What follows belongs to an exercise in optimizing a design on an open flow for small area, a short achievable clock period and few clock cycles per item; a production flow would make more cautious choices. At most, simulation tests tie the RTL to the original design; equivalence was not proved. Power and IR drop assume default switching activity.

Design http_header_field_locator, start of the top module:
module http_header_field_locator (
  input  wire logic        clk,
  input  wire logic        rst_n,
  input  wire logic        in_valid,
  output logic             in_stall,
  input  wire logic [7:0]  in_data_byte,
  input  wire logic        in_last_byte,
  output logic             out_valid,
  input  wire logic        out_stall,
  output logic             out_parse_ok,
  output logic             out_resp_flag,
  output logic [1:0]       out_method_kind,
  output logic [15:0]      out_status_code,
  output logic [15:0]      out_uri_offset,
  output logic [15:0]      out_uri_length,
  output logic [15:0]      out_host_offset,
  output logic [15:0]      out_host_length,
  output logic [15:0]      out_agent_offset,
  output logic [15:0]      out_agent_length,
  output logic [15:0]      out_ctype_offset,
  output logic [15:0]      out_ctype_length
);
  logic       iv_r, il_r, ov_r, stall_r, step_r, fresh_r;
  logic [7:0] ib_r;
  logic       cr_r, le_r, sp_r, colon_r, digit_r;
  logic       pcr;                   
  logic       early_nxt;             
  logic       iv_nxt, il_nxt, ov_nxt, step_nxt, clear;
  assign in_stall = stall_r;
  always_comb begin
    iv_nxt = iv_r;
    il_nxt = il_r;
    if (in_valid && !stall_r) begin
      iv_nxt = 1'b1;
      il_nxt = in_last_byte;
    end else if (step_r) begin
      iv_nxt = 1'b0;
    end
    ov_nxt = ov_r;
    if (step_r && il_r) ov_nxt = 1'b1;
    else if (!out_stall) ov_nxt = 1'b0;
    step_nxt = iv_nxt && (!ov_nxt || (early_nxt && !il_nxt));
  end
  assign clear = (ov_r && !out_stall) || (fresh_r && step_r && !ov_r);
  always_ff @(posedge clk) begin
    if (!rst_n) begin
      iv_r <= 1'b0;
      ov_r <= 1'b0;
      stall_r <= 1'b0;
      step_r <= 1'b0;
      fresh_r <= 1'b1;
    end else begin
      iv_r <= iv_nxt;
      ov_r <= ov_nxt;
      stall_r <= iv_nxt && !step_nxt;
      step_r <= step_nxt;
      if (step_r) fresh_r <= il_r;
    end
    if (!stall_r) begin
      ib_r    <= in_data_byte;
      il_r    <= in_last_byte;
  ...
Settings: LEC_CHECK=0, ABC_AREA=1, CAP_MARGIN=20, CORE_AREA=2 2 168.09 168.09, CTS_BUF_LIST=sky130_fd_sc_hd__clkbuf_8, DIE_AREA=0 0 170.09 170.09, SETUP_SLACK_MARGIN=2.1, SLEW_MARGIN=20; clock period 4.0 ns.
run.sh (not shown) runs the stock make flow with config.mk's settings and CLKGATE_MAP_FILE= SYNTH_SCRIPT=/design/flow/synth_recipe.tcl, a recipe that flattens the netlist after the stock synthesis.
Testbench counts at the start, summed over its fixed seeds: cycles 57,812, bytes 57,796.
Edit:
- ABC_AREA: 1 -> 0
- CTS_BUF_LIST: sky130_fd_sc_hd__clkbuf_8 -> default
Result: Setup slack barely changes. Sequential share of layout area is lower by 1.3 points. Hold slack gets better by 0.013 ns.
Edit:
- ABC_AREA: 0 -> 1
- CTS_CLUSTER_DIAMETER: default -> 80
- CTS_CLUSTER_SIZE: default -> 32
Effect:
- The new run ran to the end with no violations
- combinational power shrinks by about 10%
- cell area shrinks by 5.0%
- setup slack gains 0.017 ns
- synthesized area shrinks by 0.32%
- clock-buffer cell count shrinks by 13
- non-clock buffer count shrinks by 27
- first-iteration DRC count shrinks by 32%
- total power shrinks by 12%
- cell count grows by 7.3%
- global-route usage shrinks by 0.22 points
Edit:
==> flow/flow/run.sh (new file) <==
#!/bin/bash
# The standard layout (standard.sh) with clock tree synthesis using larger
# sink clusters and no dummy loads.
set -euo pipefail
bash standard.sh 'CTS_ARGS=-sink_clustering_enable -repair_clock_nets -sink_clustering_size 24 -sink_clustering_max_diameter 70 -dont_use_dummy_load' finish > standard_finish.log 2>&1
==> flow/standard.sh (new file) <==
#!/bin/bash
# synth_recipe.tcl (not shown) runs the flow's synth.tcl, then flattens the netlist and writes it again
# the make line also repeats each setting of config.mk as NAME=value (left out here)
make -C /OpenROAD-flow-scripts/flow DESIGN_CONFIG=/design/flow/config.mk WORK_HOME=/design/flow/orfs CLKGATE_MAP_FILE= SYNTH_SCRIPT=/design/flow/synth_recipe.tcl "${@:-finish}"
- CORE_AREA: 2 2 168.09 168.09 -> 2 2 148 148
- CTS_CLUSTER_DIAMETER: 80 -> default
- CTS_CLUSTER_SIZE: 32 -> default
- DIE_AREA: 0 0 170.09 170.09 -> 0 0 150 150
removed: flow/run.sh
Outcome: The new run produced a clean layout; clock-buffer cell count drops by 2; via count climbs by 1.8%; worst setup slack is better by 0.024 ns; maximum frequency climbs by 1.3%; synthesized cell count is unchanged; non-clock buffer count climbs by 6; worst hold slack hardly moves; register-to-register slack is worse by 0.02 ns; final area drops by 0.72%; global-route usage climbs by 5.1 points; critical path depth does not change.
Edit:
==> flow/run.sh (new file) <==
#!/bin/bash
# synth_recipe.tcl (not shown) runs the flow's synth.tcl, then flattens the netlist and writes it again
# the make line also repeats each setting of config.mk as NAME=value (left out here)
make -C /OpenROAD-flow-scripts/flow DESIGN_CONFIG=/design/flow/config.mk WORK_HOME=/design/flow/orfs CLKGATE_MAP_FILE= SYNTH_SCRIPT=/design/flow/synth_recipe.tcl finish
removed: flow/flow/run.sh
removed: flow/standard.sh
Result: The changed run finished clean. Final cell count goes up by 2.4%. Via count came out higher by 1.9%. Cell area is higher by about 4%. Core utilization is higher by 2.4 points.
Edit:
- CORE_AREA: 2 2 148 148 -> 2 2 168.09 168.09
- CTS_BUF_LIST: default -> sky130_fd_sc_hd__clkbuf_8
- DIE_AREA: 0 0 150 150 -> 0 0 170.09 170.09
- SETUP_SLACK_MARGIN: 2.1 -> 2.07
- first-iteration DRC count is higher by a quarter to a third
- area after synthesis does not change
- final area is lower slightly
- non-clock buffer count is lower by 5


Another version of the RTL of http_header_field_locator (not shown whole).
For scale: roughly 1100 cells after synthesis, roughly 230 flip-flops, ~160 I/O pins, about 0.011 mm2 of cells after synthesis.
make LEC_CHECK=0 ABC_AREA=1 CAP_MARGIN=20 CORE_MARGIN=2 CORE_UTILIZATION=40 SETUP_SLACK_MARGIN=2.5 SLEW_MARGIN=20 finish   # period 4.0 ns
Stock flow here: none of the scripts above is used.
The baseline completed without violations.
==> next run, changes <==
- SETUP_SLACK_MARGIN: 2.5 -> 2.0
What happened: The changed run ran to the end with no violations. Die area stays the same. Routed wire length fell by 16%. Hold slack stays flat. Register-to-register slack improves by 0.02 ns.
Function was not checked in any run of this note: the RTL went through the layout flow alone.

## port drivers added, routing unchanged
The results above use ideal ports. As a check the final layouts listed here were re-extracted and re-timed, cells and wires unchanged. Step 1: set_driving_cell puts a clkbuf_16 on clk and a buf_2 on each other input, an assumption about the parent block. Step 2 adds t to the input delays and takes it off the output delays; t is the mean of the earliest and latest rising clock arrival at the registers after step 1. Input paths then give back, and output paths get back, about the clock's delay inside the block. a / b / c = no drivers / after step 1 / after step 2; a / b = the first two.
run | t, ns | setup slack, ns | hold slack, ns | cell pins on the clock port's net
the first run of note 1 | 0.573 | 2.072 / 2.034 / 1.637 | 0.446 / 0.446 / 0.446 | 1
the second run of note 1 | 0.577 | 2.070 / 2.035 / 1.692 | 0.458 / 0.458 / 0.458 | 1
the third run of note 1 | 0.527 | 2.086 / 2.042 / 1.667 | 0.450 / 0.450 / 0.450 | 1
the fourth run of note 1 | 0.510 | 2.111 / 2.064 / 1.653 | 0.451 / 0.451 / 0.451 | 1
the fifth run of note 1 | 0.567 | 2.084 / 2.039 / 1.638 | 0.452 / 0.452 / 0.452 | 1
the sixth run of note 1 | 0.572 | 2.082 / 2.043 / 1.599 | 0.452 / 0.452 / 0.452 | 1
the first run of note 2 | 0.575 | 1.568 / 1.568 / 1.568 | 0.457 / 0.457 / 0.457 | 1
the second run of note 2 | 0.574 | 1.585 / 1.585 / 1.554 | 0.459 / 0.459 / 0.459 | 1
After both steps setup and hold are still met in every run listed. The setup slack of the sixth run of note 1, which loses most, moves by -0.039 ns with the drivers and by -0.483 ns with both steps.
